What follows belongs to an exercise in optimizing a design on an open flow for small area; a production flow would make more cautious choices. The RTL was checked by simulation tests, not by an equivalence proof against the original design. Power is estimated from default activity; no workload was simulated.

--- flow/flow/run.sh ---
#!/bin/bash
set -euo pipefail
export BUFFER_PORTS_ARGS="-buffer_cell sky130_fd_sc_hd__buf_1"
export CTS_ARGS="-sink_clustering_enable -repair_clock_nets -dont_use_dummy_load -sink_clustering_size 30 -sink_clustering_max_diameter 60"
bash standard.sh finish > flow.log 2>&1
--- flow/standard.sh ---
#!/bin/bash
# synth_recipe.tcl (not shown) runs the flow's synth.tcl, then flattens the netlist and writes it again
# the make line also repeats each setting of config.mk as NAME=value (left out here)
make -C /OpenROAD-flow-scripts/flow DESIGN_CONFIG=/design/flow/config.mk WORK_HOME=/design/flow/orfs CLKGATE_MAP_FILE= SYNTH_SCRIPT=/design/flow/synth_recipe.tcl "${@:-finish}"
--- flow/config.mk ---
export PLATFORM = sky130hd
export DESIGN_NAME = conn_manager_top
export DESIGN_NICKNAME = conn_manager_top
export VERILOG_FILES = /design/flow/design.v
export SDC_FILE = /design/flow/constraint.sdc
export NUM_CORES = 4
export LEC_CHECK = 0
export CAP_MARGIN = 20
export CORE_MARGIN = 2
export CORE_UTILIZATION = 55
export CTS_CLUSTER_DIAMETER = 80
export CTS_CLUSTER_SIZE = 30
export SLEW_MARGIN = 20
--- flow/constraint.sdc ---
create_clock -name core_clock -period 5.0 [get_ports {clk}]
set_input_delay 1.0000 -clock core_clock [delete_from_list [all_inputs] [get_ports {clk}]]
set_output_delay 1.0000 -clock core_clock [all_outputs]
set_load 0.01 [all_outputs]
--- flow/design.v ---
package conn_mgr_pkg;
    typedef enum logic {
        CONN_CLOSED = 1'b0,
        CONN_OPEN   = 1'b1
    } conn_status_e;
    typedef enum logic {
        OP_CLOSE = 1'b0,
        OP_OPEN  = 1'b1
    } cm_op_e;
    typedef enum logic [1:0] {
        ERR_OK           = 2'd0,
        ERR_ID_WRONG     = 2'd1,
        ERR_ALREADY_OPEN = 2'd2,
        ERR_IS_CLOSED    = 2'd3
    } cm_err_e;
endpackage
`timescale 1ns/1ps
module conn_manager_top (
    input  logic                          clk,
    input  logic                          reset,
    input  logic                          initialize,
    output logic                          initialized,
    input  logic                          cmd_valid,
    output logic                          cmd_ready,
    input  logic                          cmd_open,
    input  logic [32-1:0]  cmd_conn_id,
    input  logic [32-1:0]       cmd_dest_ip,
    input  logic [16-1:0]     cmd_dest_port,
    output logic                          status_valid,
    input  logic                          status_ready,
    output logic [32-1:0]  status_conn_id,
    output conn_mgr_pkg::cm_err_e         status_err,
    input  logic                          rpc_in_valid,
    input  logic [32-1:0]  rpc_in_conn_id,
    input  logic [64-1:0]  rpc_in_payload,
    output logic                          rpc_out_valid,
    output logic [32-1:0]  rpc_out_conn_id,
    output logic [64-1:0]  rpc_out_payload,
    output logic [32-1:0]       rpc_out_dest_ip,
    output logic [16-1:0]     rpc_out_dest_port,
    output logic                          error
);
    localparam int AW = 4;
    localparam int NE = 2**AW;
    localparam int DW = 32 + 16;
    localparam int NR = NE / 2;
    logic           sweeping;
    logic [AW-1:0]  sweep_addr;
    always_ff @(posedge clk) begin
        if (reset) begin
            sweeping    <= 1'b0;
            sweep_addr  <= '0;
            initialized <= 1'b0;
        end else if (sweeping) begin
            sweep_addr <= sweep_addr + 1'b1;
            if (&sweep_addr) begin
                sweeping    <= 1'b0;
                initialized <= 1'b1;
            end
        end else if (initialize) begin
            sweeping    <= 1'b1;
            initialized <= 1'b0;
        end
    end
    typedef enum logic [1:0] {ST_IDLE, ST_CHECK, ST_REPORT} exec_state_e;
    logic                          op_valid, op_valid_nx;
    logic                          d_open;
    logic                          d_in_range;
    logic                          d_st;
    logic [32-1:0]  d_id;
    logic [DW-1:0]                 d_dest;
    logic [AW-1:0]                 d_addr;
    logic                          cmd_accept;
    logic                          cmd_in_range;
    logic                          cmd_st;
    exec_state_e                   state, state_nx;
    logic [32-1:0]  e_id;
    logic [1:0]                    e_err;
    logic                          capture;
    logic [1:0]                    cap_err;
    logic                          st_we;
    logic                          res_valid;
    logic                          res_ready;
    logic [NE-1:0]                 st, st_nx;
    assign cmd_ready  = initialized && !op_valid;
    assign cmd_accept = cmd_valid && cmd_ready;
    always_comb begin
        if (reset) begin
            op_valid_nx = 1'b0;
        end else if (cmd_accept) begin
            op_valid_nx = 1'b1;
        end else if (state == ST_IDLE) begin
            op_valid_nx = 1'b0;
        end else begin
            op_valid_nx = op_valid;
        end
    end
    always_comb begin
        state_nx = state;
        if (reset) begin
            state_nx = ST_IDLE;
        end else begin
            case (state)
                ST_IDLE: begin
                    if (op_valid) begin
                        state_nx = d_in_range ? ST_CHECK : ST_REPORT;
                    end
                end
                ST_CHECK: state_nx = ST_REPORT;
                default: begin
                    if (res_ready) begin
                        state_nx = ST_IDLE;
                    end
                end
            endcase
        end
    end
    always_ff @(posedge clk) begin
        op_valid <= op_valid_nx;
        state    <= state_nx;
    end
    assign st_we = (state == ST_CHECK) && (e_err == 2'd0);
    always_comb begin
        for (int i = 0; i < NE; i++) begin
            if (sweeping) begin
                st_nx[i] = 1'b0;
            end else if (st_we && (e_id[AW-1:0] == AW'(i))) begin
                st_nx[i] = !st[i];
            end else begin
                st_nx[i] = st[i];
            end
        end
    end
    always_ff @(posedge clk) begin
        st <= st_nx;
    end
    assign cmd_in_range = ~|cmd_conn_id[32-1:AW];
    assign cmd_st       = st_nx[cmd_conn_id[AW-1:0]];
    always_ff @(posedge clk) begin
        if (cmd_accept) begin
            d_open     <= cmd_open;
            d_in_range <= cmd_in_range;
            d_st       <= cmd_st;
            d_id       <= cmd_conn_id;
            d_dest     <= {cmd_dest_ip, cmd_dest_port};
        end
    end
    assign d_addr  = d_id[AW-1:0];
    assign capture = op_valid && (state == ST_IDLE);
    assign cap_err = !d_in_range     ? 2'd1 :
                     (d_st == d_open) ? {1'b1, !d_open} : 2'd0;
    always_ff @(posedge clk) begin
        if (capture) begin
            e_id  <= d_id;
            e_err <= cap_err;
        end
    end
    assign res_valid = (state == ST_REPORT);
    assign res_ready = !status_valid;
    always_ff @(posedge clk) begin
        if (reset) begin
            status_valid <= 1'b0;
        end else if (res_valid && res_ready) begin
            status_valid <= 1'b1;
        end else if (status_ready) begin
            status_valid <= 1'b0;
        end
    end
    always_ff @(posedge clk) begin
        if (res_valid && res_ready) begin
            status_conn_id <= e_id;
            status_err     <= conn_mgr_pkg::cm_err_e'(e_err);
        end
    end
    logic               ph, ph_nx;
    logic               lo_nx;
    logic [AW-1:0]      addr_nx;
    logic               wr_slot_nx;
    logic [NR-1:0]      ring_we;
    logic [NR-1:0]      ring_hold;
    logic [DW-1:0]      slot0 [0:NR-1];
    logic [DW-1:0]      slot1 [0:NR-1];
    assign ph_nx = reset ? 1'b0 : !ph;
    always_ff @(posedge clk) begin
        ph <= ph_nx;
    end
    assign lo_nx   = cmd_accept ? (cmd_open && cmd_in_range && !cmd_st) :
                                  (d_open && d_in_range && !d_st);
    assign addr_nx = cmd_accept ? cmd_conn_id[AW-1:0] : d_addr;
    assign wr_slot_nx = ((op_valid_nx && (state_nx == ST_IDLE)) || (state_nx == ST_CHECK)) &&
                        lo_nx && (addr_nx[0] != ph_nx);
    always_ff @(posedge clk) begin
        for (int r = 0; r < NR; r++) begin
            ring_we[r]   <= wr_slot_nx && (addr_nx[AW-1:1] == (AW-1)'(r));
            ring_hold[r] <= !(wr_slot_nx && (addr_nx[AW-1:1] == (AW-1)'(r)));
        end
    end
    for (genvar r = 0; r < NR; r++) begin : g_ring
        always_ff @(posedge clk) begin
            slot1[r] <= slot0[r];
            slot0[r] <= ({DW{ring_we[r]}} & d_dest) | ({DW{ring_hold[r]}} & slot1[r]);
        end
    end
    logic                   in_range;
    logic                   in_open;
    logic                   s1_ok;
    logic                   s1_closed;
    logic [AW-1:0]          s1_addr;
    logic [AW-1:0]          s2_addr;
    logic [64-1:0] s1_payload;
    logic [DW-1:0]          rd_dest;
    assign in_range = ~|rpc_in_conn_id[32-1:AW];
    assign in_open  = st[rpc_in_conn_id[AW-1:0]];
    always_ff @(posedge clk) begin
        if (reset) begin
            s1_ok         <= 1'b0;
            s1_closed     <= 1'b0;
            rpc_out_valid <= 1'b0;
            error         <= 1'b0;
        end else begin
            s1_ok         <= rpc_in_valid && in_range && in_open;
            s1_closed     <= rpc_in_valid && in_range && !in_open;
            rpc_out_valid <= s1_ok;
            if ((rpc_in_valid && !in_range) || s1_closed) begin
                error <= 1'b1;
            end
        end
    end
    logic [NE-1:0]          rd_sel;
    always_ff @(posedge clk) begin
        s1_addr         <= rpc_in_conn_id[AW-1:0];
        s1_payload      <= rpc_in_payload;
        s2_addr         <= s1_addr;
        rpc_out_payload <= s1_payload;
        for (int p = 0; p < NE; p++) begin
            rd_sel[p] <= ({s1_addr[AW-1:1], s1_addr[0] ^ !ph} == AW'(p));
        end
    end
    always_comb begin
        rd_dest = '0;
        for (int r = 0; r < NR; r++) begin
            rd_dest = rd_dest | ({DW{rd_sel[2*r]}} & slot0[r]) | ({DW{rd_sel[2*r+1]}} & slot1[r]);
        end
    end
    assign rpc_out_conn_id   = {{(32-AW){1'b0}}, s2_addr};
    assign rpc_out_dest_ip   = rd_dest[DW-1:16];
    assign rpc_out_dest_port = rd_dest[16-1:0];
endmodule
==> results of run 1 <==
[where the power goes]
group / switching [W] / total [W] / internal, W
combinational: 0.000118 / 0.000187 / 0.0000691
clock: 0.00268 / 0.00460 / 0.00192
sequential: 0.000131 / 0.00927 / 0.00914
[registers in the layout, summed over array words and instances, names as in the netlist, 2 cells and up]
| name | count |
|---|---|
| s2_addr | 4 |
| d_id | 32 |
| sweep_addr | 4 |
| state | 2 |
| e_id | 32 |
| d_dest | 48 |
| ring_hold | 8 |
| ring_we | 8 |
| status_err | 2 |
| rd_sel | 16 |
| slot0 | 384 |
| e_err | 2 |
| s1_payload | 64 |
| st | 16 |
| rpc_out_payload | 64 |
| status_conn_id | 32 |
| s1_addr | 4 |
| slot1 | 384 |
[worst min path at each step]
stage | startpoint | end | slack, ns | cells after the start
finish | s1_payload[36]$_DFF_P_ | rpc_out_payload[36]$_DFF_P_ | 0.30 | 0
global route | s1_payload[36]$_DFF_P_ | rpc_out_payload[36]$_DFF_P_ | 0.31 | 0
global placement | s1_payload[40]$_DFF_P_ | rpc_out_payload[40]$_DFF_P_ | 0.31 | 0
CTS | s1_payload[36]$_DFF_P_ | rpc_out_payload[36]$_DFF_P_ | 0.31 | 0
detailed placement | s1_payload[12]$_DFF_P_ | rpc_out_payload[12]$_DFF_P_ | 0.31 | 0
floorplan | s1_payload[0]$_DFF_P_ | rpc_out_payload[0]$_DFF_P_ | 0.31 | 0
[critical path, cell delays in order, from the launching register on]
cell,delay (ns)
dfxtp_2,0.87
buf_4,0.50
a22o_1,0.21
a221oi_1,0.05
nand4_1,0.25
buf_1,0.18
[metal layers]
metal  vias to the layer above  part of all wire [%]  wire length [um]
li1                       9697                     -                 -
met1                     11310                    42             40690
met2                      1169                    45             44110
met3                       204                   9.3              9036
met4                         0                   3.3              3215
met5                         -                     0                 0
[cell usage in the layout, fill, tap and decap left out, types with 12 or more instances in the layout]
cell       netlist  final
conb_1           1     28
edfxtp_1       151    151
buf_4           28     12
dfxtp_4          0     27
o21ai_0         17     17
buf_1           46    337
nand2b_1        12     12
nand2_1         23     23
a21oi_1         20     20
nand4_1         53     53
clkbuf_16        0     54
dfxtp_1        967    935
a221oi_1       193    193
nor2_1          28     28
a22o_1         576    576
nor4_1          24     24
nor3_1          20     20
[stage by stage]
step           hold slack, ns  cell area (um2)  total power, W
2_1_floorplan          0.3096            33710        0.009511
3_3_place_gp           0.3096            35130        0.009652
3_5_place_dp           0.3121            35130        0.009658
4_1_cts                0.3105            36480         0.01412
5_1_grt                0.3076            36480         0.01447
6_report               0.3029            36480         0.01405
[layout make-up]
cell class	count	area [um2]
Clock buffer	54	1351
Tap cell	782	978.4
Multi-Input combinational cell	1092	8737
Fill cell	4771	23880
Sequential cell	1118	24000
Timing Repair Buffer	350	1375
Inverter	9	36.28
[cell families (layout without fill, tap and decap cells)]
logic type	after synthesis	count (layout)	synth area share, %
and+or+nand+nor	198	198	3.320
muxes	8	8	0.4244
xor gates and xnor gates	15	15	0.3908
DFF	1118	1118	71.08
buffers and inverters	258	413	3.242
adders and majority gates	2	2	0.07443
other	1	28	0.01116
AOI/OAI and AO/OA	841	841	21.46
==> results.cfg, run 1 <==
[cells_and_area]
layout.nets = 2810
syn_to_final_growth_pct = 8.524
antenna_cells_inserted = 0
fin_cells = 3405
core_occupancy_in_the_finished_layout_pct = 60.44
post_route_cells_drive_above_1_share_pct = 4.651

[cts]
tritoncts = yes
clock_sinks = 1118
hold_buffer_count_at_cts = 0
htreeDepth = 2
postCtsSetupRepairBufs = 0
clock_latency_ns = 0.66
cts.path.max_buffers = 3
clkSlewWorstSetupHoldPaths_ns = 0.10
cts_repair_resize_count = 0
cts.root.buffer_cell = clkbuf_16
cts_buffers = 54

[global_route]
first_global_vias = 22630
global_route.usage.met2_pct = 46.51
globalRoute.totalOverflow = 0
routing_usage_on_met1_pct = 42.24
gr-usage-met3_pct = 5.767
track_usage_pct = 30.00
wire_length_of_the_first_global_routing_pass_um = 143300
grt_start_max_net_pins = 49
grt.busiest_layer = met2
antenna_found_initial = 0

[job]
maxCapViolations = 0

[timing]
finalSetupViolCount = 0
grt_setup_unrepaired = no
timing_worst_slew_pin_value_ns = 1.065
maxSlewViolCount = 0
finClkSkew_ns = 0.05417
max_slew_margin_pct = 28.99
fin_ws_ns = 1.265
fmax_mhz = 267.7
final.period_utilization_pct = 74.70
timing.final.hold_violations = 0
totalNegativeSetupSlack_ns = 0
final.min_clock_period_ns = 3.735

[setup_path]
critPathLaunch = rd_sel[11]$_DFF_P_
timing.rr.start = e_err[1]$_SDFFCE_PN0P_
critical_path.endpoint_type = output port
cp-start-kind = flip-flop
cp_max_fo = 23
regToRegEndpoint = ring_hold[4]$_DFF_P_
worstSetupPathType = reg -> out
critical_path.endpoint = rpc_out_dest_port[12]
rrSetupSlack_ns = 1.65
cp_data_required_time_ns = 4.00
r2r_cells = 7
cp.arrival_ns = 2.73

[logic_synthesis]
synth_enable_flop_cells = 151
synthesis.yosys.warnings = 3
share_of_the_yosys_chip_area_belonging_to_registers_pct = 71.08
synth.most_common_cell = dfxtp_1
syn_area_per_cell_um2 = 13.77
synthesis.instances = 2441
synthFlopType = dfxtp_1
post_synthesis_sequential_element_count = 1118
yosys-top-cells-count = dfxtp_1 (967), a22o_1 (576), a221oi_1 (193)
area_share_of_the_leading_cell_type_in_the_synthesized_netlist_pct = 57.59
netlist_area_um2 = 33610
ys_top_cells_by_area = dfxtp_1 (58%), a22o_1 (15%), edfxtp_1 (13%), a221oi_1 (5.0%), clkbuf_1 (1.9%)
synth_top_cell_by_area = dfxtp_1
unique_masters_post_synth = 52
postSynth.asyncResetShare_pct = 0

[hold_path]
holdCritPathClass = reg -> reg

[power_and_ir_drop]
vdd_ir_drop_max_v = 0.0003174
power_density_nw_per_um2 = 385.2
leakage_nw = 13.14

[drt]
post-route-drc-count = 0
vias = 22380
drt_pass1_iterations = 7
wl_per_cell_um = 28.50
drt.antenna.violating_nets = 0
detail_route.wirelength_um = 97050
routed_via_density = 6.573
drt_iter0_drc = 2272

[floorplanning]
core_um2 = 60360
dieArea_um2 = 63110
io_pins = 366
die_outline_width_um = 251.2
initial_core_util_pct = 55.69
die_height_um = 251.2
core.rowCount = 90

[status]
status = timing/DRC/antenna clean

[placement]
dp_slack_ns = 1.679
final_estimated_routing_congestion_in_global_placement = 0.8117
place.port_buffers = 337
hpwlAfterDp_um = 48500
placed_cells_incl_taps = 3351
==> run 2: changes to the inputs <==
==> flow/flow/run.sh (replaced) <==
#!/bin/bash
set -euo pipefail
export BUFFER_PORTS_ARGS="-buffer_cell sky130_fd_sc_hd__buf_1"
export CTS_ARGS="-sink_clustering_enable -repair_clock_nets -dont_use_dummy_load -sink_clustering_size 30 -sink_clustering_max_diameter 60"
export RECOVER_POWER=100
bash standard.sh finish > flow.log 2>&1
--- a/flow/config.mk
+++ b/flow/config.mk
@@ -8,5 +8,5 @@
 export CAP_MARGIN = 20
 export CORE_MARGIN = 2
-export CORE_UTILIZATION = 55
+export CORE_UTILIZATION = 65
 export CTS_CLUSTER_DIAMETER = 80
 export CTS_CLUSTER_SIZE = 30
==> run 2 against run 1 <==
Net effect:
- combinational power is 8% lower
- largest cell class unchanged
- die area down 15%
- sequential share of layout area increased by 0.48 points
- the layout now fails its checks (capacitance limit, slew limit)
- worst setup slack got worse by 0.23 ns
- fmax down 5.8%
- sequential cell count unchanged
- first-iteration DRC count increased by 15%
==> results.cfg, run 2 <==
[floorplanning]
die_outline_width_um = 231.4
io_pins = 366
core.rowCount = 83
die_height_um = 231.4
core_um2 = 51200
initial_core_util_pct = 65.65
dieArea_um2 = 53550

[power_and_ir_drop]
internal_power_w = 0.01103
power_density_nw_per_um2 = 383.6
total_power_w = 0.01388
seqPwrFrac_pct = 66.9
vdd_ir_drop_max_v = 0.0003992
leakage_nw = 13.05
net_sw_share_pct = 20.50
p_comb_share_pct = 1.2
switchingPower_w = 0.002844
clock_power_share_pct = 31.9

[global_route]
antenna_found_initial = 1
wire_length_of_the_first_global_routing_pass_um = 136300
first_global_vias = 22450
track_usage_pct = 33.55
grt_start_max_net_pins = 68
globalRoute.totalOverflow = 0

[drt]
wl_met3_um = 10230
drt.antenna.violating_nets = 0
post-route-drc-count = 0
wl_met2_um = 41990
wirelength_met1_um = 36910
wl_per_cell_um = 27.93
routed_via_density = 6.869
drt_iter0_drc = 2617
vias = 22650
drt_pass1_iterations = 5
top_layer = met5
detail_route.wirelength_um = 92100

[setup_path]
worstSetupPathType = reg -> out
critical_path.endpoint_type = output port
cp_max_fo = 48
cp.arrival_ns = 2.97
cp_data_required_time_ns = 4.00
cp-start-kind = flip-flop

[cts]
cts.path.max_buffers = 3
cts.root.buffer_cell = clkbuf_16
clkSlewWorstSetupHoldPaths_ns = 0.11
clock_latency_ns = 0.65
cts_buffers = 51
tritoncts = yes
clock_sinks = 1118
hold_buffer_count_at_cts = 0
cts_repair_resize_count = 0
postCtsSetupRepairBufs = 0
htreeDepth = 2

[logic_synthesis]
yosys-top-cells-count = dfxtp_1 (967), a22o_1 (576), a221oi_1 (193)
syn_area_per_cell_um2 = 13.77
ys_top_cells_by_area = dfxtp_1 (58%), a22o_1 (15%), edfxtp_1 (13%), a221oi_1 (5.0%), clkbuf_1 (1.9%)
netlist_area_um2 = 33610
synth_top_cell_by_area = dfxtp_1
unique_masters_post_synth = 52
post_synthesis_sequential_element_count = 1118
synthesis.instances = 2441
synthesis.yosys.warnings = 3
synth_enable_flop_cells = 151
share_of_the_yosys_chip_area_belonging_to_registers_pct = 71.08
synth.most_common_cell = dfxtp_1
postSynth.asyncResetShare_pct = 0
synthFlopType = dfxtp_1
area_share_of_the_leading_cell_type_in_the_synthesized_netlist_pct = 57.59

[timing]
maxSlewViolCount = 500
timing_worst_slew_pin_value_ns = 3.458
fin_worst_hold_slack_ns = 0.3045
timing.final.hold_violations = 0
final.min_clock_period_ns = 3.966
finClkSkew_ns = 0.05698
totalNegativeSetupSlack_ns = 0
finalSetupViolCount = 0
max_slew_margin_pct = -130.9
grt_setup_unrepaired = no
fmax_mhz = 252.1
final.period_utilization_pct = 79.33

[cells_and_area]
syn_to_final_growth_pct = 7.616
biggestRegsByFlops = slot0 x384, slot1 x384
layout_common_cells = dfxtp_1 (943), a22o_1 (576), buf_1 (326), a221oi_1 (193), edfxtp_1 (151)
antenna_cells_inserted = 0
postLayoutCellArea_um2 = 36170
post_route_cells_drive_above_1_share_pct = 3.821
n_fill_cell = 3579
fin_cells = 3297
final_common_cell = dfxtp_1
layout.nets = 2804

[status]
status = finished with violations
layout.failed_checks = capacitance limit, slew limit

[hold_path]
holdCritPathClass = reg -> reg

[placement]
placed_cells_incl_taps = 3246
final_estimated_routing_congestion_in_global_placement = 0.8556
hpwlAfterDp_um = 45970
post_dp_cell_area_um2 = 34970
place.port_buffers = 337

[job]
maxCapViolations = 11
==> run 2: critical path, cell delays in order (launching register included) <==
cell and delay, ns:
dfxtp_2 1.48, a221oi_1 0.33, nand4_1 0.32, buf_1 0.18
==> run 2: power groups by stage <==
stage / logic, W / registers, W / clock network (W)
after floorplan: 0.000119 / 0.00939 / 0
after global placement: 0.000167 / 0.00947 / 0
after detailed placement: 0.000172 / 0.00947 / 0
after CTS: 0.000173 / 0.00927 / 0.00447
after global routing: 0.000187 / 0.00928 / 0.00480
final: 0.000172 / 0.00928 / 0.00443
==> run 2: cell families after synthesis <==
logic type | after synthesis | share of synthesized area [%]
AO/OA/AOI/OAI | 841 | 21.46
flip-flops | 1118 | 71.08
multiplexers | 8 | 0.4244
AND/OR/NAND/NOR | 198 | 3.320
XOR/XNOR | 15 | 0.3908
other | 1 | 0.01116
adder cells (fa/ha/maj) | 2 | 0.07443
buffers and inverters | 258 | 3.242
==> run 2: final cells by class <==
| class | instances | area, um2 | share of cell area [%] |
|---|---|---|---|
| flip-flops and latches | 1118 | 23970 | 66.27 |
| multi-input cells | 1092 | 8712 | 24.08 |
| repair buffers | 347 | 1325 | 3.663 |
| clock buffers | 51 | 1276 | 3.528 |
| well taps | 680 | 850.8 | 2.352 |
| inverters | 9 | 36.28 | 0.1003 |
==> run 2: layer usage <==
layer	GRT usage, %	vias up
met4	12.40	2
met5	0	-
met1	46.80	11240
met2	51.85	1486
li1	-	9696
met3	7.222	222
==> run 2: final timing paths <==
check	startpoint	end	slack, ns	depth (start not counted)
setup / recovery	rd_sel[7]$_DFF_P_	rpc_out_dest_ip[3]	1.03	3
setup reg to reg	e_err[0]$_SDFFCE_PN1P_	ring_hold[0]$_DFF_P_	1.36	7
hold reg to reg	slot0[7][17]$_DFF_P_	slot1[7][17]$_DFF_P_	0.30	0
hold / removal	slot0[7][17]$_DFF_P_	slot1[7][17]$_DFF_P_	0.30	0
==> run 2: metrics by stage <==
stage / setup WS (ns) / util [%]
6_report: 1.034 / 70.65
5_1_grt: 1.075 / 70.65
4_1_cts: 1.304 / 70.80
3_5_place_dp: 1.706 / 68.30
3_3_place_gp: 1.825 / 68.30
2_1_floorplan: 1.208 / -
==> run 3: changes to the inputs <==
==> flow/flow/run.sh (replaced) <==
#!/bin/bash
set -euo pipefail
export BUFFER_PORTS_ARGS="-buffer_cell sky130_fd_sc_hd__buf_1"
export CTS_ARGS="-sink_clustering_enable -repair_clock_nets -dont_use_dummy_load -sink_clustering_size 30 -sink_clustering_max_diameter 60 -buf_list \"sky130_fd_sc_hd__clkbuf_8 sky130_fd_sc_hd__clkbuf_16\""
bash standard.sh finish > flow.log 2>&1
==> run 3 against run 2 <==
Net effect:
- now clean on timing, DRC and antenna
- sequential share of layout area barely moved
- count of clock-buffer cells in the layout did not move
- largest power group unchanged
- largest cell class unchanged
- worst setup slack improved by 0.23 ns
- clock skew rose by 0.00051 ns
- hold slack improved by 0.0034 ns
==> results.cfg, run 3 <==
[status]
status = timing/DRC/antenna clean

[logic_synthesis]
dominant_combinational_cell_family_by_area_after_synthesis = compound AO/OA/AOI/OAI gates
share_of_the_yosys_chip_area_belonging_to_registers_pct = 71.08
post_synth_mux_area_share_pct = 0.4243
syn_area_per_cell_um2 = 13.77
area_share_of_the_leading_cell_type_in_the_synthesized_netlist_pct = 57.59
unique_masters_post_synth = 52
netlist_area_um2 = 33610
synthesis.yosys.warnings = 3
synthFlopType = dfxtp_1
synth_enable_flop_cells = 151
yosys.area_share.adder_pct = 0.07445
yosys-top-cells-count = dfxtp_1 (967), a22o_1 (576), a221oi_1 (193)
synth-compound-area-share_pct = 21.46
synthesis.instances = 2441
synth_top_cell_by_area = dfxtp_1
synth_simple_gate_area_share_pct = 3.320
ys_top_cells_by_area = dfxtp_1 (58%), a22o_1 (15%), edfxtp_1 (13%), a221oi_1 (5.0%), clkbuf_1 (1.9%)
synthXorXnorAreaFrac_pct = 0.3908
synth.most_common_cell = dfxtp_1
post_synthesis_sequential_element_count = 1118
postSynth.asyncResetShare_pct = 0

[timing]
fin_worst_hold_slack_ns = 0.3079
maxSlewViolCount = 0
final.period_utilization_pct = 74.72
grt_setup_unrepaired = no
timing.final.hold_violations = 0
totalNegativeSetupSlack_ns = 0
fmax_mhz = 267.7
timing_worst_slew_pin_value_ns = 1.129
final.min_clock_period_ns = 3.736
finalSetupViolCount = 0
max_slew_margin_pct = 24.76
finClkSkew_ns = 0.05748

[power_and_ir_drop]
vdd_ir_drop_max_v = 0.0003995
clock_power_share_pct = 32.0
leakage_nw = 13.08
seqPwrFrac_pct = 66.8
net_sw_share_pct = 20.56
power_density_nw_per_um2 = 383.0
internal_power_w = 0.01103
switchingPower_w = 0.002855
p_comb_share_pct = 1.2

[floorplanning]
core.rowCount = 83
dieArea_um2 = 53550
core_um2 = 51200
die_height_um = 231.4
initial_core_util_pct = 65.65
io_pins = 366
die_outline_width_um = 231.4

[hold_path]
worst_hold_path_startpoint = slot0[7][17]$_DFF_P_
holdCritPathClass = reg -> reg

[cts]
hold_buffer_count_at_cts = 0
cts.root.buffer_cell = clkbuf_16
tritoncts = yes
cts_repair_resize_count = 0
clock_sinks = 1118
clock_latency_ns = 0.65
cts_buffers = 51
cts.path.max_buffers = 3
postCtsSetupRepairBufs = 0
clkSlewWorstSetupHoldPaths_ns = 0.11
htreeDepth = 2

[placement]
placed_cells_incl_taps = 3246
place.port_buffers = 337
final_estimated_routing_congestion_in_global_placement = 0.8556
hpwlAfterDp_um = 45970

[drt]
drt_pass1_iterations = 5
wl_per_cell_um = 27.91
detail_route.wirelength_um = 92020
routed_via_density = 6.874
drt_iter0_drc = 2425
drt.antenna.violating_nets = 0
vias = 22660
post-route-drc-count = 0

[cells_and_area]
layout_common_cells = dfxtp_1 (935), a22o_1 (576), buf_1 (337), a221oi_1 (193), edfxtp_1 (151)
layout.nets = 2804
fin_cells = 3297
syn_to_final_growth_pct = 7.832
antenna_cells_inserted = 0
n_fill_cell = 3563
post_route_cells_drive_above_1_share_pct = 4.433
core_occupancy_in_the_finished_layout_pct = 70.80
final_common_cell = dfxtp_1
biggestRegsByFlops = slot0 x384, slot1 x384

[setup_path]
critical_path.endpoint_type = output port
cp_data_required_time_ns = 4.00
cp-start-kind = flip-flop
cp.arrival_ns = 2.74
critPathLaunch = rd_sel[2]$_DFF_P_
cp_max_fo = 30
worstSetupPathType = reg -> out
timing.rr.start = e_err[0]$_SDFFCE_PN1P_

[global_route]
globalRoute.totalOverflow = 0
first_global_vias = 22450
track_usage_pct = 33.55
grt_start_max_net_pins = 68
wire_length_of_the_first_global_routing_pass_um = 136300
antenna_found_initial = 1

[job]
maxCapViolations = 0
-- run 3: cell counts after synthesis --
Identical to the previous run, type by type.
-- run 3: worst max-delay path, cell delays in order (launching register included) --
cell and delay [ns]:
dfxtp_2 1.08, buf_4 0.39, a22o_1 0.17, a221oi_1 0.05
nand4_1 0.14, buf_1 0.27
-- run 3: stage by stage --
step	area [um2]	power [W]	setup WS (ns)
floorplan	33710	0.009511	1.208
global placement	34970	0.009637	1.825
detailed placement	34970	0.009645	1.706
CTS	36250	0.01391	1.304
global route	36250	0.01426	1.280
finish	36250	0.01388	1.264
-- run 3: worst paths after layout --
check	cells past startpoint	end	slack, ns
min	0	slot1[7][17]$_DFF_P_	0.31
max	5	rpc_out_dest_port[0]	1.26
min reg2reg	0	slot1[7][17]$_DFF_P_	0.31
max reg2reg	7	ring_hold[0]$_DFF_P_	1.67
-- run 3: final cells by class --
class                   count  area (um2)  area share [%]
flip-flops and latches   1118       24010           66.23
multi-input cells        1092        8737           24.11
well taps                 680       850.8           2.347
inverters                   9       36.28          0.1001
repair buffers            347        1340           3.697
clock buffers              51        1276           3.521
-- run 3: logic make-up after synthesis --
family,Yosys count
mux,8
xor+xnor,15
other cells,1
fa+ha+maj,2
buf+inv,258
simple gates,198
compound gates,841
flops,1118
-- run 3: power by group through the flow --
| stage | Sequential (W) | Clock (W) | Combinational, W |
|---|---|---|---|
| 4_1_cts | 0.00927 | 0.00447 | 0.000173 |
| 3_5_place_dp | 0.00947 | 0 | 0.000172 |
| 5_1_grt | 0.00928 | 0.00480 | 0.000188 |
| 2_1_floorplan | 0.00939 | 0 | 0.000119 |
| 6_report | 0.00927 | 0.00444 | 0.000173 |
| 3_3_place_gp | 0.00947 | 0 | 0.000167 |
-- run 3: routing by layer --
layer | GRT usage (%) | vias up | part of all wire (%)
li1 | - | 9699 | -
met1 | 46.80 | 11200 | 40
met2 | 51.85 | 1519 | 45
met3 | 7.222 | 241 | 11
met4 | 12.40 | 2 | 3.3
met5 | 0 | - | 0.0087
==> run 4: changes to the inputs <==
==> flow/flow/run.sh (replaced) <==
#!/bin/bash
set -euo pipefail
export BUFFER_PORTS_ARGS="-buffer_cell sky130_fd_sc_hd__buf_1"
export CTS_ARGS="-sink_clustering_enable -repair_clock_nets -dont_use_dummy_load -sink_clustering_size 20 -sink_clustering_max_diameter 60 -buf_list sky130_fd_sc_hd__clkbuf_8"
bash standard.sh finish > flow.log 2>&1
==> run 4 against run 3 <==
Net effect:
- still clean on timing, DRC and antenna
- die area is the same
- sequential cell count is the same
- non-clock buffer count is the same
- fmax shrank 2.2%
- via count is essentially flat
- sequential share of layout area grew 0.68 points
- first-iteration DRC count grew 5.3%
- critical path depth is the same
- worst setup slack lost 0.085 ns
- combinational power is essentially flat
- critical endpoint is now rpc_out_dest_ip[20]
- largest power group unchanged
==> results.cfg, run 4 <==
[timing]
fmax_mhz = 261.7
final.min_clock_period_ns = 3.821
totalNegativeSetupSlack_ns = 0
max_slew_margin_pct = 22.91
final.period_utilization_pct = 76.41
finalSetupViolCount = 0
maxSlewViolCount = 0
timing.final.hold_violations = 0
finClkSkew_ns = 0.03829
timing_worst_slew_pin_value_ns = 1.156
grt_setup_unrepaired = no

[cells_and_area]
antenna_cells_inserted = 0
biggestRegsByFlops = slot0 x384, slot1 x384
post_route_cells_drive_above_1_share_pct = 4.977
layout.nets = 2819
syn_to_final_growth_pct = 6.738
final_common_cell = dfxtp_1
layout_common_cells = dfxtp_1 (935), a22o_1 (576), buf_1 (337), a221oi_1 (193), edfxtp_1 (151)

[power_and_ir_drop]
seqPwrFrac_pct = 70.3
switchingPower_w = 0.002793
clock_power_share_pct = 28.4
leakage_nw = 12.93
total_power_w = 0.01320
power_density_nw_per_um2 = 368.0
vdd_ir_drop_max_v = 0.0003033
p_comb_share_pct = 1.3
net_sw_share_pct = 21.15
internal_power_w = 0.01041

[floorplanning]
die_outline_width_um = 231.4
io_pins = 366
die_height_um = 231.4
core_um2 = 51200
dieArea_um2 = 53550
core.rowCount = 83
initial_core_util_pct = 65.65

[logic_synthesis]
synth_top_cell_by_area = dfxtp_1
synthFlopType = dfxtp_1
share_of_the_yosys_chip_area_belonging_to_registers_pct = 71.08
post_synthesis_sequential_element_count = 1118
synthesis.yosys.warnings = 3
syn_area_per_cell_um2 = 13.77
area_share_of_the_leading_cell_type_in_the_synthesized_netlist_pct = 57.59
synth_enable_flop_cells = 151
synthesis.instances = 2441
yosys-top-cells-count = dfxtp_1 (967), a22o_1 (576), a221oi_1 (193)
netlist_area_um2 = 33610
synth.most_common_cell = dfxtp_1
ys_top_cells_by_area = dfxtp_1 (58%), a22o_1 (15%), edfxtp_1 (13%), a221oi_1 (5.0%), clkbuf_1 (1.9%)
postSynth.asyncResetShare_pct = 0
unique_masters_post_synth = 52

[setup_path]
cp_data_required_time_ns = 4.00
timing.rr.start = e_err[1]$_SDFFCE_PN0P_
cp-start-kind = flip-flop
critical-path-max-stage-delay_ns = 1.11
timing.critical_path.slowest_stage_cell = dfxtp_2
cp_max_fo = 30
critPathLaunch = rd_sel[2]$_DFF_P_
cp.arrival_ns = 2.82
worstSetupPathType = reg -> out
critical_path.endpoint_type = output port
crit_chain = buf_4 > a22o_1 > a221oi_1 > nand4_1 > buf_1

[cts]
cts.root.buffer_cell = clkbuf_8
tritoncts = yes
clock_latency_ns = 0.68
hold_buffer_count_at_cts = 0
cts_buffers = 66
cts_repair_resize_count = 0
postCtsSetupRepairBufs = 0
cts.path.max_buffers = 3
clock_sinks = 1118
clkSlewWorstSetupHoldPaths_ns = 0.12
htreeDepth = 3

[hold_path]
holdCritPathClass = reg -> reg
worst_hold_path_startpoint = slot0[4][15]$_DFF_P_

[drt]
wl_per_cell_um = 27.76
drt.antenna.violating_nets = 0
vias = 22650
drt_iter0_drc = 2553
routed_via_density = 6.839
detail_route.wirelength_um = 91930
drt_pass1_iterations = 6
post-route-drc-count = 0

[status]
status = timing/DRC/antenna clean

[job]
maxCapViolations = 0

[placement]
final_estimated_routing_congestion_in_global_placement = 0.8556
hpwlAfterDp_um = 45970
place.port_buffers = 337

[global_route]
globalRoute.totalOverflow = 0
track_usage_pct = 33.61
wire_length_of_the_first_global_routing_pass_um = 136200
first_global_vias = 22570
grt_start_max_net_pins = 68
antenna_found_initial = 1
[run 4: changes by cell type in the layout (fill, tap and decap cells not counted)]
cell,previous run,this run
clkbuf_8,0,66
clkbuf_16,51,0
[run 4: routing by layer]
metal	track usage (%)	up-vias	share of wire, %
li1	-	9714	-
met1	46.52	11280	40
met2	51.89	1416	46
met3	8.083	236	11
met4	12.02	2	3.0
met5	0	-	0.0087
[run 4: path summary, 6_finish.rpt]
path,to,slack (ns),depth (start not counted)
setup / recovery,rpc_out_dest_ip[20],1.18,5
hold / removal,slot1[4][15]$_DFF_P_,0.32,0
setup reg to reg,ring_hold[4]$_DFF_P_,1.66,7
hold reg to reg,slot1[4][15]$_DFF_P_,0.32,0
[run 4: final cells by class]
cell class                 count  area (um2)
inverter                       9       36.28
timing repair buffer         347        1340
clock buffer                  66       908.4
multi-input combinational   1092        8737
tap                          680       850.8
fill                        3623       15320
sequential                  1118       24010
[run 4: metrics by stage]
step	setup slack, ns	cells	hold WS (ns)	cell area, um2	util, %
2_1_floorplan	1.208	2468	0.3096	33710	-
3_3_place_gp	1.825	3246	0.3097	34970	68.30
3_5_place_dp	1.706	3246	0.3121	34970	68.30
4_1_cts	1.201	3312	0.3288	35880	70.08
5_1_grt	1.173	3312	0.3189	35880	70.08
6_report	1.179	3312	0.3226	35880	70.08
[run 4: cells by family after synthesis]
logic type               Yosys count  synth area share [%]
flip-flops                      1118                 71.08
AO/OA/AOI/OAI                    841                 21.46
buffers and inverters            258                 3.242
AND/OR/NAND/NOR                  198                 3.320
XOR/XNOR                          15                0.3908
multiplexers                       8                0.4244
adder cells (fa/ha/maj)            2               0.07443
other                              1               0.01116
[run 4: power groups by stage]
stage / Combinational [W] / Clock (W) / Sequential, W
after floorplan: 0.000119 / 0 / 0.00939
after global placement: 0.000167 / 0 / 0.00947
after detailed placement: 0.000172 / 0 / 0.00947
after CTS: 0.000173 / 0.00379 / 0.00927
after global routing: 0.000188 / 0.00412 / 0.00928
final: 0.000172 / 0.00375 / 0.00928
[run 4: worst max-delay path: cells and delay by family (launching register included)]
kind	cells	cell delay (ns)
flip-flops	1	1.11
AND/OR/NAND/NOR	1	0.16
buffers and inverters	2	0.63
AO/OA/AOI/OAI	2	0.20
==> run 5: changes to the inputs <==
==> flow/flow/run.sh (replaced) <==
#!/bin/bash
set -euo pipefail
export BUFFER_PORTS_ARGS="-buffer_cell sky130_fd_sc_hd__buf_1"
export CTS_ARGS="-sink_clustering_enable -repair_clock_nets -dont_use_dummy_load -sink_clustering_size 8 -sink_clustering_max_diameter 40 -buf_list sky130_fd_sc_hd__clkbuf_4"
bash standard.sh finish > flow.log 2>&1
==> run 5 against run 4 <==
Net effect:
- power rose by 3.8%
- still clean on timing, DRC and antenna
- design area rose by 2.1%
- utilization rose by 1.5 points
- register-to-register slack improved by 0.05 ns
- largest cell class unchanged
- fmax fell by 7.7%
- largest power group unchanged
- final cell count rose by 4.4%
- count of clock-buffer cells in the layout rose by 94
- critical path depth did not move
- clock power rose by 13%
==> results.cfg, run 5 <==
[floorplanning]
core.rowCount = 83
dieArea_um2 = 53550
initial_core_util_pct = 65.65
io_pins = 366
die_height_um = 231.4
core_um2 = 51200
die_outline_width_um = 231.4

[timing]
finClkSkew_ns = 0.04526
timing.final.hold_violations = 0
max_slew_margin_pct = 25.61
final.min_clock_period_ns = 4.140
maxSlewViolCount = 0
totalNegativeSetupSlack_ns = 0
fmax_mhz = 241.6
final.period_utilization_pct = 82.80
grt_setup_unrepaired = no
finalSetupViolCount = 0
timing_worst_slew_pin_value_ns = 1.116

[logic_synthesis]
synth_enable_flop_cells = 151
share_of_the_yosys_chip_area_belonging_to_registers_pct = 71.08
syn_area_per_cell_um2 = 13.77
yosys-top-cells-count = dfxtp_1 (967), a22o_1 (576), a221oi_1 (193)
synthesis.instances = 2441
postSynth.asyncResetShare_pct = 0
synthesis.yosys.warnings = 3
ys_top_cells_by_area = dfxtp_1 (58%), a22o_1 (15%), edfxtp_1 (13%), a221oi_1 (5.0%), clkbuf_1 (1.9%)
synth.most_common_cell = dfxtp_1
synth_top_cell_by_area = dfxtp_1
netlist_area_um2 = 33610
area_share_of_the_leading_cell_type_in_the_synthesized_netlist_pct = 57.59
post_synthesis_sequential_element_count = 1118
unique_masters_post_synth = 52
synthFlopType = dfxtp_1

[power_and_ir_drop]
vdd_ir_drop_max_v = 0.0002927
switchingPower_w = 0.003016
clock_power_share_pct = 30.9
seqPwrFrac_pct = 67.6
net_sw_share_pct = 22.00
leakage_nw = 13.37
internal_power_w = 0.01069
p_comb_share_pct = 1.5
power_density_nw_per_um2 = 374.3

[drt]
post-route-drc-count = 0
drt_pass1_iterations = 5
vias = 23480
drt.antenna.violating_nets = 0
detail_route.wirelength_um = 94170
routed_via_density = 6.793
wl_per_cell_um = 27.24
drt_iter0_drc = 2653

[cells_and_area]
final_common_cell = dfxtp_1
layout_common_cells = dfxtp_1 (935), a22o_1 (576), buf_1 (337), a221oi_1 (193), clkbuf_4 (160)
core_occupancy_in_the_finished_layout_pct = 71.54
n_fill_cell = 3530
layout.nets = 2957
fin_cells = 3457
syn_to_final_growth_pct = 8.971
post_route_cells_drive_above_1_share_pct = 8.123
postLayoutCellArea_um2 = 36630
biggestRegsByFlops = slot0 x384, slot1 x384

[global_route]
first_global_vias = 23750
grt_start_max_net_pins = 68
antenna_found_initial = 3
globalRoute.totalOverflow = 0
wire_length_of_the_first_global_routing_pass_um = 140100
track_usage_pct = 34.75

[setup_path]
cp.arrival_ns = 3.14
worstSetupPathType = reg -> out
cp-start-kind = flip-flop
cp_max_fo = 30
cp_data_required_time_ns = 4.00
critical_path.endpoint_type = output port

[cts]
cts.root.buffer_cell = clkbuf_4
htreeDepth = 4
cts_buffers = 160
clock_latency_ns = 1.04
clock_sinks = 1118
tritoncts = yes
cts_repair_resize_count = 0
clkSlewWorstSetupHoldPaths_ns = 0.08
cts.path.max_buffers = 3

[placement]
place.port_buffers = 337
hpwlAfterDp_um = 45970
placed_cells_incl_taps = 3246
final_estimated_routing_congestion_in_global_placement = 0.8556
post_dp_cell_area_um2 = 34970

[hold_path]
holdCritPathClass = in -> reg

[job]
maxCapViolations = 0

[status]
status = timing/DRC/antenna clean
-- run 5: final cells by class --
class / instances / area (um2) / share of cell area [%]
sequential: 1118 / 24010 / 65.54
multi-input combinational: 1092 / 8737 / 23.85
timing repair buffer: 391 / 1780 / 4.861
clock buffer: 160 / 1201 / 3.279
tap: 680 / 850.8 / 2.323
inverter: 9 / 36.28 / 0.09906
antenna: 7 / 17.52 / 0.04782
-- run 5: final timing paths --
kind                                             start                          end  slack, ns  cells after the start
worst max-delay path                 rd_sel[2]$_DFF_P_         rpc_out_dest_port[0]       0.86                      5
worst min-delay path                rpc_in_payload[36]       s1_payload[36]$_DFF_P_       0.06                      1
worst max register to register  e_err[0]$_SDFFCE_PN1P_         ring_hold[0]$_DFF_P_       1.71                      7
worst min register to register  s1_payload[55]$_DFF_P_  rpc_out_payload[55]$_DFF_P_       0.28                      0
-- run 5: stage by stage --
step / total power [W] / worst slack [ns] / hold slack (ns)
after global placement: 0.009637 / 1.825 / 0.3097
after floorplan: 0.009511 / 1.208 / 0.3096
final: 0.01371 / 0.8601 / 0.06208
after detailed placement: 0.009645 / 1.706 / 0.3121
after global routing: 0.01419 / 0.8143 / 0.01485
after CTS: 0.01376 / 0.8310 / 0.0005616
-- run 5: routing by layer --
| metal | wire length (um) | track usage (%) | part of all wire (%) |
|---|---|---|---|
| met1 | 37070 | 46.75 | 39 |
| met2 | 42940 | 52.83 | 46 |
| met3 | 10950 | 9.523 | 12 |
| met4 | 3205 | 15.58 | 3.4 |
| met5 | 8 | 0 | 0.0085 |
-- run 5: power by group through the flow --
| stage | combinational [W] | clock [W] | sequential, W |
|---|---|---|---|
| floorplan | 0.000119 | 0 | 0.00939 |
| global placement | 0.000167 | 0 | 0.00947 |
| detailed placement | 0.000172 | 0 | 0.00947 |
| CTS | 0.000200 | 0.00430 | 0.00926 |
| global route | 0.000219 | 0.00469 | 0.00928 |
| finish | 0.000202 | 0.00424 | 0.00927 |
-- run 5: cells by family (layout without fill, tap and decap cells) --
kind of cell / after synthesis / count (layout) / synth area share, %
buf+inv: 258 / 560 / 3.242
other cells: 1 / 35 / 0.01116
flops: 1118 / 1118 / 71.08
xor+xnor: 15 / 15 / 0.3908
fa+ha+maj: 2 / 2 / 0.07443
mux: 8 / 8 / 0.4244
compound gates: 841 / 841 / 21.46
simple gates: 198 / 198 / 3.320
-- run 5: critical path, cell delays in order (launching register included) --
cell,delay (ns)
dfxtp_2,1.08
buf_4,0.39
a22o_1,0.17
a221oi_1,0.05
nand4_1,0.14
buf_1,0.26
-- run 5: timing repair --
action | 4_1_cts | 5_1_grt
hold buffers | 44 | 0
hold endpoints to repair | 44 | 0
setup buffers | 0 | 0
==> run 6: changes to the inputs <==
==> flow/flow/run.sh (replaced) <==
#!/bin/bash
set -euo pipefail
export BUFFER_PORTS_ARGS="-buffer_cell sky130_fd_sc_hd__buf_1"
export CTS_ARGS="-sink_clustering_enable -repair_clock_nets -dont_use_dummy_load -sink_clustering_size 30 -sink_clustering_max_diameter 80"
bash standard.sh finish > flow.log 2>&1
--- a/flow/config.mk
+++ b/flow/config.mk
@@ -8,5 +8,5 @@
 export CAP_MARGIN = 20
 export CORE_MARGIN = 2
-export CORE_UTILIZATION = 65
+export CORE_UTILIZATION = 40
 export CTS_CLUSTER_DIAMETER = 80
 export CTS_CLUSTER_SIZE = 30
==> run 6 against run 5 <==
Net effect:
- global-route usage decreased by 12 points
- power grew 0.91%
- via count fell by 2.2%
- clock power grew 3%
- largest cell class unchanged
==> results.cfg, run 6 <==
[timing]
finClkSkew_ns = 0.06043
totalNegativeSetupSlack_ns = 0
fmax_mhz = 253.9
timing.final.hold_violations = 0
grt_setup_unrepaired = no
final.min_clock_period_ns = 3.939
finalSetupViolCount = 0
final.period_utilization_pct = 78.78
maxSlewViolCount = 0
timing_worst_slew_pin_value_ns = 1.130
max_slew_margin_pct = 24.68

[power_and_ir_drop]
leakage_nw = 13.22
power_density_nw_per_um2 = 375.2
vdd_ir_drop_max_v = 0.0002336

[floorplanning]
die_height_um = 293.9
die_outline_width_um = 293.9
dieArea_um2 = 86370
core_um2 = 83420
initial_core_util_pct = 40.29
core.rowCount = 106
io_pins = 366

[drt]
drt_pass1_iterations = 5
drt_iter0_drc = 2176
post-route-drc-count = 0
routed_via_density = 6.155
drt.antenna.violating_nets = 0
wl_per_cell_um = 27.90
detail_route.wirelength_um = 104100
vias = 22970

[logic_synthesis]
yosys-top-cells-count = dfxtp_1 (967), a22o_1 (576), a221oi_1 (193)
share_of_the_yosys_chip_area_belonging_to_registers_pct = 71.08
netlist_area_um2 = 33610
synthesis.instances = 2441
synth_enable_flop_cells = 151
area_share_of_the_leading_cell_type_in_the_synthesized_netlist_pct = 57.59
synth_top_cell_by_area = dfxtp_1
unique_masters_post_synth = 52
synthesis.yosys.warnings = 3
synth.most_common_cell = dfxtp_1
syn_area_per_cell_um2 = 13.77
synthFlopType = dfxtp_1
ys_top_cells_by_area = dfxtp_1 (58%), a22o_1 (15%), edfxtp_1 (13%), a221oi_1 (5.0%), clkbuf_1 (1.9%)
postSynth.asyncResetShare_pct = 0
post_synthesis_sequential_element_count = 1118

[cts]
cts_buffers = 47
clock_latency_ns = 0.64
clock_sinks = 1118
htreeDepth = 2
tritoncts = yes
cts.root.buffer_cell = clkbuf_16
cts.path.max_buffers = 3
clkSlewWorstSetupHoldPaths_ns = 0.11
hold_buffer_count_at_cts = 0
cts_repair_resize_count = 0
postCtsSetupRepairBufs = 0

[setup_path]
cp_top_family = flip-flops
worstSetupPathType = reg -> out
critical-path-max-stage-delay_ns = 0.98
cp.arrival_ns = 2.94
cp-start-kind = flip-flop
cp_max_fo = 27
cp_data_required_time_ns = 4.00
timing.critical_path.slowest_stage_cell = dfxtp_2
critical_path_buf_inv_count = 2
crit_chain = buf_4 > a22o_1 > a221oi_1 > nand4_1 > buf_1
critical_path.endpoint_type = output port

[hold_path]
holdCritPathClass = reg -> reg

[global_route]
antenna_found_initial = 5
globalRoute.totalOverflow = 0
track_usage_pct = 23.20
first_global_vias = 23110
grt_start_max_net_pins = 60
wire_length_of_the_first_global_routing_pass_um = 152000

[cells_and_area]
syn_to_final_growth_pct = 9.685
post_route_cells_drive_above_1_share_pct = 5.658
layout.nets = 2838
layout_common_cells = dfxtp_1 (935), a22o_1 (576), buf_1 (337), a221oi_1 (193), edfxtp_1 (151)
core_occupancy_in_the_finished_layout_pct = 44.20
biggestRegsByFlops = slot0 x384, slot1 x384
final_common_cell = dfxtp_1

[job]
maxCapViolations = 0

[placement]
final_estimated_routing_congestion_in_global_placement = 0.8097
hpwlAfterDp_um = 58310
place.port_buffers = 337

[status]
status = timing/DRC/antenna clean
-- run 6: cell type report --
| type | count | area (um2) |
|---|---|---|
| fillers | 7506 | 46550 |
| flip-flops and latches | 1118 | 23940 |
| multi-input cells | 1092 | 8737 |
| repair buffers | 385 | 1625 |
| well taps | 1080 | 1351 |
| clock buffers | 47 | 1176 |
| inverters | 9 | 36.28 |
| diodes | 1 | 2.502 |
-- run 6: kinds of logic after synthesis --
kind of cell | after synthesis | share of synthesized area, %
XOR/XNOR | 15 | 0.3908
buffers and inverters | 258 | 3.242
AO/OA/AOI/OAI | 841 | 21.46
adder cells (fa/ha/maj) | 2 | 0.07443
AND/OR/NAND/NOR | 198 | 3.320
multiplexers | 8 | 0.4244
other | 1 | 0.01116
flip-flops | 1118 | 71.08
-- run 6: worst reg2reg max path, stage by stage, from the launching register on --
cell and delay (ns):
edfxtp_1 0.41, or4b_1 0.95, o31a_1 0.46, o21ai_0 0.18, a211oi_1 0.12, or4_4 0.57, nor4_2 0.38, o21ai_0 0.12
-- run 6: worst paths after layout --
path	slack (ns)	start	cells after the start	endpoint
min	0.30	slot0[3][13]$_DFF_P_	0	slot1[3][13]$_DFF_P_
max	1.06	rd_sel[13]$_DFF_P_	5	rpc_out_dest_ip[8]
max reg2reg	1.68	e_err[0]$_SDFFCE_PN1P_	7	ring_hold[6]$_DFF_P_
min reg2reg	0.30	slot0[3][13]$_DFF_P_	0	slot1[3][13]$_DFF_P_
-- run 6: stage by stage --
step | setup slack, ns | power [W] | cells | area (um2) | hold slack, ns
after floorplan | 1.208 | 0.009511 | 2468 | 33710 | 0.3096
after detailed placement | 1.697 | 0.009684 | 3684 | 35690 | 0.3128
after CTS | 1.064 | 0.01392 | 3731 | 36860 | 0.2984
after global routing | 1.021 | 0.01425 | 3731 | 36870 | 0.2924
after global placement | 1.609 | 0.009679 | 3684 | 35680 | 0.3096
final | 1.061 | 0.01384 | 3732 | 36870 | 0.2995
-- run 6: where the power goes --
group / internal, W / total [W] / leakage, nW / switching [W]
Combinational: 0.0000746 / 0.000238 / 3.43 / 0.000163
Clock: 0.00169 / 0.00435 / 0.579 / 0.00266
Sequential: 0.00915 / 0.00925 / 9.21 / 0.0000955
Total: 0.0109 / 0.0138 / 13.2 / 0.00292
-- run 6: per-layer routing --
layer / up-vias / global-route usage (%) / wire length (um)
met3: 212 / 5.302 / 9931
met2: 1302 / 36.95 / 47680
met5: - / 0 / 47
met1: 11700 / 31.46 / 43410
li1: 9752 / - / -
met4: 8 / 7.006 / 3049
==> run 7: changes to the inputs <==
==> flow/flow/run.sh (replaced) <==
#!/bin/bash
set -euo pipefail
export BUFFER_PORTS_ARGS="-buffer_cell sky130_fd_sc_hd__buf_1"
export CTS_ARGS="-sink_clustering_enable -repair_clock_nets -dont_use_dummy_load -sink_clustering_size 16 -sink_clustering_max_diameter 50 -buf_list sky130_fd_sc_hd__clkbuf_8"
bash standard.sh finish > flow.log 2>&1
--- a/flow/config.mk
+++ b/flow/config.mk
@@ -8,5 +8,5 @@
 export CAP_MARGIN = 20
 export CORE_MARGIN = 2
-export CORE_UTILIZATION = 40
+export CORE_UTILIZATION = 65
 export CTS_CLUSTER_DIAMETER = 80
 export CTS_CLUSTER_SIZE = 30
==> run 7 against run 6 <==
Net effect:
- register-to-register slack gained 0.02 ns
- routed wire length shrank 11%
- still clean
- sequential power is essentially flat
- final cell count shrank 11%
==> results.cfg, run 7 <==
[setup_path]
cp_max_fo = 30
cp_top_family = flip-flops
critical-path-max-stage-delay_ns = 1.10
cp.arrival_ns = 2.83
timing.critical_path.slowest_stage_cell = dfxtp_2
crit_chain = buf_4 > a22o_1 > a221oi_1 > nand4_1 > buf_1
r2r_cells = 7
worstSetupPathType = reg -> out
cp-start-kind = flip-flop
cp_data_required_time_ns = 4.00
critical_path_depth = 5
critical_path.endpoint_type = output port
critical_path_buf_inv_count = 2

[cells_and_area]
layout.nets = 2840
multi_input_logic_area_um2 = 8737
post_route_cells_drive_above_1_share_pct = 5.729
seq_area_um2 = 24010
final_common_cell = dfxtp_1
n_fill_cell = 3587
syn_to_final_growth_pct = 7.597
fin_cells = 3333
antenna_cells_inserted = 0
biggestRegsByFlops = slot0 x384, slot1 x384
layout_common_cells = dfxtp_1 (935), a22o_1 (576), buf_1 (337), a221oi_1 (193), edfxtp_1 (151)

[logic_synthesis]
synth.most_common_cell = dfxtp_1
post_synthesis_sequential_element_count = 1118
unique_masters_post_synth = 52
share_of_the_yosys_chip_area_belonging_to_registers_pct = 71.08
synthesis.yosys.warnings = 3
yosys-top-cells-count = dfxtp_1 (967), a22o_1 (576), a221oi_1 (193)
netlist_area_um2 = 33610
synthFlopType = dfxtp_1
postSynth.asyncResetShare_pct = 0
synthesis.instances = 2441
synth_top_cell_by_area = dfxtp_1
syn_area_per_cell_um2 = 13.77
area_share_of_the_leading_cell_type_in_the_synthesized_netlist_pct = 57.59
synth_enable_flop_cells = 151
ys_top_cells_by_area = dfxtp_1 (58%), a22o_1 (15%), edfxtp_1 (13%), a221oi_1 (5.0%), clkbuf_1 (1.9%)

[drt]
drt.antenna.violating_nets = 0
post-route-drc-count = 0
routed_via_density = 6.875
drt_iter0_drc = 2734
wl_per_cell_um = 27.76
drt_pass1_iterations = 6
vias = 22910
detail_route.wirelength_um = 92510

[timing]
final.min_clock_period_ns = 3.830
finClkSkew_ns = 0.05461
timing.final.hold_violations = 0
timing_worst_slew_pin_value_ns = 1.167
totalNegativeSetupSlack_ns = 0
grt_setup_unrepaired = no
fmax_mhz = 261.1
finalSetupViolCount = 0
final.period_utilization_pct = 76.59
fin_worst_hold_slack_ns = 0.2992
max_slew_margin_pct = 22.19
maxSlewViolCount = 0

[placement]
place.port_buffers = 337
hpwlAfterDp_um = 45970
final_estimated_routing_congestion_in_global_placement = 0.8556
placed_cells_incl_taps = 3246

[cts]
postCtsSetupRepairBufs = 0
htreeDepth = 3
clock_sinks = 1118
clock_latency_ns = 0.72
cts.root.buffer_cell = clkbuf_8
hold_buffer_count_at_cts = 0
cts_repair_resize_count = 0
cts_buffers = 87
clkSlewWorstSetupHoldPaths_ns = 0.08
cts.path.max_buffers = 3
tritoncts = yes

[floorplanning]
initial_core_util_pct = 65.65
die_outline_width_um = 231.4
die_height_um = 231.4
dieArea_um2 = 53550
core_um2 = 51200
core.rowCount = 83
io_pins = 366

[job]
maxCapViolations = 0

[global_route]
track_usage_pct = 33.76
globalRoute.totalOverflow = 0
first_global_vias = 22840
grt_start_max_net_pins = 68
antenna_found_initial = 1
wire_length_of_the_first_global_routing_pass_um = 136900

[power_and_ir_drop]
net_sw_share_pct = 21.18
power_density_nw_per_um2 = 377.6
vdd_ir_drop_max_v = 0.0002959
total_power_w = 0.01366
p_comb_share_pct = 1.3
internal_power_w = 0.01076
leakage_nw = 13.08
seqPwrFrac_pct = 67.9
clock_power_share_pct = 30.8
switchingPower_w = 0.002892

[hold_path]
holdCritPathClass = reg -> reg
worstHoldPathCells = 0

[status]
status = timing/DRC/antenna clean
==> run 7: cell counts after synthesis <==
Identical to the previous run, type by type.
==> run 7: metrics by stage <==
step / worst slack [ns] / cell area (um2) / utilization (%)
finish: 1.170 / 36170 / 70.64
global route: 1.166 / 36170 / 70.64
CTS: 1.214 / 36170 / 70.64
detailed placement: 1.706 / 34970 / 68.30
global placement: 1.825 / 34970 / 68.30
floorplan: 1.208 / 33710 / -
==> run 7: power groups by stage <==
stage | combinational, W | sequential (W) | clock [W]
after floorplan | 0.000119 | 0.00939 | 0
after global placement | 0.000167 | 0.00947 | 0
after detailed placement | 0.000172 | 0.00947 | 0
after CTS | 0.000173 | 0.00927 | 0.00425
after global routing | 0.000188 | 0.00928 | 0.00458
final | 0.000172 | 0.00927 | 0.00421
==> run 7: layout make-up <==
class	instances	share of cell area, %
multi-input cells	1092	24.16
repair buffers	347	3.705
clock buffers	87	3.311
well taps	680	2.352
inverters	9	0.1003
flip-flops and latches	1118	66.37
==> run 7: final timing paths <==
| kind | to | start | slack (ns) |
|---|---|---|---|
| max | rpc_out_dest_port[0] | rd_sel[2]$_DFF_P_ | 1.17 |
| min | rpc_out_payload[27]$_DFF_P_ | s1_payload[27]$_DFF_P_ | 0.30 |
| max reg2reg | ring_hold[0]$_DFF_P_ | e_err[1]$_SDFFCE_PN0P_ | 1.70 |
| min reg2reg | rpc_out_payload[27]$_DFF_P_ | s1_payload[27]$_DFF_P_ | 0.30 |
==> run 7: per-layer routing <==
layer / vias to the layer above / track usage (%) / part of all wire (%)
li1: 9755 / - / -
met1: 11370 / 46.19 / 40
met5: - / 0 / 0.0086
met3: 245 / 8.748 / 11
met4: 2 / 13.10 / 3.4
met2: 1538 / 51.78 / 45
==> run 7: cells by family (layout without fill, tap and decap cells) <==
family	count (synthesis)	count (layout)	share of synthesized area, %
compound gates	841	841	21.46
other cells	1	28	0.01116
fa+ha+maj	2	2	0.07443
buf+inv	258	443	3.242
simple gates	198	198	3.320
mux	8	8	0.4244
xor+xnor	15	15	0.3908
flops	1118	1118	71.08
==> run 8: changes to the inputs <==
--- a/flow/config.mk
+++ b/flow/config.mk
@@ -9,5 +9,4 @@
 export CORE_MARGIN = 2
 export CORE_UTILIZATION = 65
-export CTS_CLUSTER_DIAMETER = 80
-export CTS_CLUSTER_SIZE = 30
+export GPL_TIMING_DRIVEN = 0
 export SLEW_MARGIN = 20
==> run 8 against run 7 <==
Net effect:
- synthesized cell count did not move
- largest power group unchanged
- critical path type unchanged
- critical endpoint is now rpc_out_dest_ip[27]
- via count rose by 8.5%
- non-clock buffer count rose by 246
==> results.cfg, run 8 <==
[cells_and_area]
n_fill_cell = 3557
layout_common_cells = dfxtp_1 (967), a22o_1 (576), buf_1 (376), a221oi_1 (193), edfxtp_1 (151)
core_occupancy_in_the_finished_layout_pct = 72.57
layout.nets = 3084
syn_to_final_growth_pct = 10.53
final_common_cell = dfxtp_1
biggestRegsByFlops = slot0 x384, slot1 x384
fin_cells = 3580
post_route_cells_drive_above_1_share_pct = 6.144

[setup_path]
worstSetupPathType = reg -> out
rrSetupSlack_ns = 1.88
cp_max_fo = 10
regToRegEndpoint = ring_hold[1]$_DFF_P_
critical_path.endpoint = rpc_out_dest_ip[27]
critPathLaunch = rd_sel[1]$_DFF_P_
cp_data_required_time_ns = 4.00
r2r_cells = 10
critical_path.endpoint_type = output port
cp-start-kind = flip-flop
timing.rr.start = e_err[0]$_SDFFCE_PN1P_
cp.arrival_ns = 3.74

[placement]
place.port_buffers = 337
final_estimated_routing_congestion_in_global_placement = 0.9187
hpwlAfterDp_um = 69770
placed_cells_incl_taps = 3491

[drt]
drt_pass1_iterations = 6
drt.antenna.violating_nets = 0
routed_via_density = 6.945
detail_route.wirelength_um = 112200
wl_per_cell_um = 31.35
vias = 24860
post-route-drc-count = 0
drt_iter0_drc = 3674

[timing]
maxSlewViolCount = 0
fin_worst_hold_slack_ns = 0.2950
finalSetupViolCount = 0
grt_setup_unrepaired = no
finClkSkew_ns = 0.08064
max_slew_margin_pct = 8.967
final.min_clock_period_ns = 4.742
totalNegativeSetupSlack_ns = 0
final.period_utilization_pct = 94.84
fmax_mhz = 210.9
timing.final.hold_violations = 0
timing_worst_slew_pin_value_ns = 1.365

[logic_synthesis]
unique_masters_post_synth = 52
yosys-top-cells-count = dfxtp_1 (967), a22o_1 (576), a221oi_1 (193)
synth.most_common_cell = dfxtp_1
share_of_the_yosys_chip_area_belonging_to_registers_pct = 71.08
netlist_area_um2 = 33610
synthesis.instances = 2441
syn_area_per_cell_um2 = 13.77
synthFlopType = dfxtp_1
synth_top_cell_by_area = dfxtp_1
synth_enable_flop_cells = 151
area_share_of_the_leading_cell_type_in_the_synthesized_netlist_pct = 57.59
post_synthesis_sequential_element_count = 1118
postSynth.asyncResetShare_pct = 0
synthesis.yosys.warnings = 3
ys_top_cells_by_area = dfxtp_1 (58%), a22o_1 (15%), edfxtp_1 (13%), a221oi_1 (5.0%), clkbuf_1 (1.9%)

[floorplanning]
die_height_um = 231.4
initial_core_util_pct = 65.65
core.rowCount = 83
dieArea_um2 = 53550
die_outline_width_um = 231.4
core_um2 = 51200
io_pins = 366

[cts]
hold_buffer_count_at_cts = 0
cts_buffers = 85
clkSlewWorstSetupHoldPaths_ns = 0.09
tritoncts = yes
htreeDepth = 3
cts_repair_resize_count = 0
clock_sinks = 1118
postCtsSetupRepairBufs = 0
cts.path.max_buffers = 3
clock_latency_ns = 0.73
cts.root.buffer_cell = clkbuf_8

[power_and_ir_drop]
switchingPower_w = 0.003050
seqPwrFrac_pct = 66.4
power_density_nw_per_um2 = 371.9
total_power_w = 0.01382
vdd_ir_drop_max_v = 0.0002880
clock_power_share_pct = 30.8
internal_power_w = 0.01077
leakage_nw = 13.58
net_sw_share_pct = 22.07
p_comb_share_pct = 2.8

[hold_path]
holdCritPathClass = reg -> reg

[global_route]
antenna_found_initial = 3
globalRoute.totalOverflow = 0
grt_start_max_net_pins = 60
track_usage_pct = 41.04
first_global_vias = 24430
wire_length_of_the_first_global_routing_pass_um = 159500

[job]
maxCapViolations = 0

[status]
status = timing/DRC/antenna clean
run 8: metrics by stage:
| step | cell area, um2 | worst slack, ns |
|---|---|---|
| global route | 37150 | 0.3863 |
| floorplan | 33710 | 1.208 |
| finish | 37150 | 0.2582 |
| detailed placement | 35960 | 1.198 |
| CTS | 37130 | 0.4215 |
| global placement | 35830 | -0.08859 |
run 8: logic make-up (layout without fill, tap and decap cells):
family                   after synthesis  count (layout)  share of synthesized area, %
AND/OR/NAND/NOR                      198             198                         3.320
buffers and inverters                258             687                         3.242
AO/OA/AOI/OAI                        841             841                         21.46
other                                  1              31                       0.01116
flip-flops                          1118            1118                         71.08
adder cells (fa/ha/maj)                2               2                       0.07443
multiplexers                           8               8                        0.4244
XOR/XNOR                              15              15                        0.3908
run 8: how the worst min path moves through the flow:
stage                            from                           to  slack (ns)  cells past startpoint
5_1_grt        s1_payload[57]$_DFF_P_  rpc_out_payload[57]$_DFF_P_        0.32                      0
3_5_place_dp   s1_payload[10]$_DFF_P_  rpc_out_payload[10]$_DFF_P_        0.31                      0
2_1_floorplan   s1_payload[0]$_DFF_P_   rpc_out_payload[0]$_DFF_P_        0.31                      0
4_1_cts        s1_payload[56]$_DFF_P_  rpc_out_payload[56]$_DFF_P_        0.31                      0
3_3_place_gp    s1_payload[9]$_DFF_P_   rpc_out_payload[9]$_DFF_P_        0.31                      0
6_report       s1_payload[56]$_DFF_P_  rpc_out_payload[56]$_DFF_P_        0.29                      0
run 8: power by group through the flow:
stage	combinational (W)	clock, W	sequential (W)
after global placement	0.000351	0	0.00938
after detailed placement	0.000357	0	0.00938
after CTS	0.000359	0.00423	0.00918
final	0.000383	0.00426	0.00918
after floorplan	0.000119	0	0.00939
after global routing	0.000384	0.00454	0.00918
run 8: cell type report:
type | instances | area (um2) | share of cell area [%]
repair buffers | 344 | 1360 | 3.661
well taps | 680 | 850.8 | 2.290
clock buffers | 85 | 1170 | 3.149
inverters | 9 | 38.79 | 0.1044
diodes | 3 | 7.507 | 0.02021
multi-input cells | 1092 | 8738 | 23.52
plain buffers | 249 | 1095 | 2.947
flip-flops and latches | 1118 | 23890 | 64.31
run 8: worst max-delay path, stage by stage, from the launching register on:
cell      delay, ns
dfxtp_1        0.41
clkbuf_1       0.93
clkbuf_1       1.03
a221oi_1       0.28
nand4_1        0.22
buf_1          0.17
run 8: routing by layer:
| metal | vias to the layer above | track usage, % | part of all wire (%) |
|---|---|---|---|
| li1 | 10230 | - | - |
| met1 | 12060 | 51.62 | 36 |
| met2 | 2035 | 61.38 | 43 |
| met3 | 533 | 14.10 | 14 |
| met4 | 2 | 24.64 | 7.2 |
| met5 | - | 0 | 0.016 |

## separate check: timing with driven ports
The flow's constraints put no driver on any port. The routed layouts listed below were extracted and timed again, unchanged, in two steps. Step 1 (the two cells are an assumption about what drives the block):
set clk [get_ports {clk}]
set_driving_cell -lib_cell sky130_fd_sc_hd__clkbuf_16 $clk
set_driving_cell -lib_cell sky130_fd_sc_hd__buf_2 [delete_from_list [all_inputs] $clk]
Step 2, shift: input delay + t, output delay - t, t = (earliest + latest rising clock arrival at the registers) / 2. This alone moves slack from input paths to output paths. Slacks: no drivers / after step 1 / after step 2; pairs: no drivers / after step 1.
run | t (ns) | setup slack, ns | worst setup path after step 2
run 1 | 0.699 | 1.265 / 1.201 / 1.651 | register to register
run 2 | 0.684 | 1.034 / 0.971 / 0.999 | input to register
run 3 | 0.684 | 1.264 / 1.202 / 1.671 | register to register
run 4 | 0.722 | 1.179 / 1.123 / 1.662 | register to register
run 5 | 1.084 | 0.860 / 0.802 / 1.707 | register to register
run 6 | 0.680 | 1.061 / 0.999 / 1.680 | register to output
run 7 | 0.742 | 1.170 / 1.116 / 1.698 | register to register
run 8 | 0.746 | 0.258 / 0.199 / 0.945 | register to output
For run 2, which loses most, drivers alone change the setup slack by -0.063 ns; drivers and shift together by -0.035 ns.
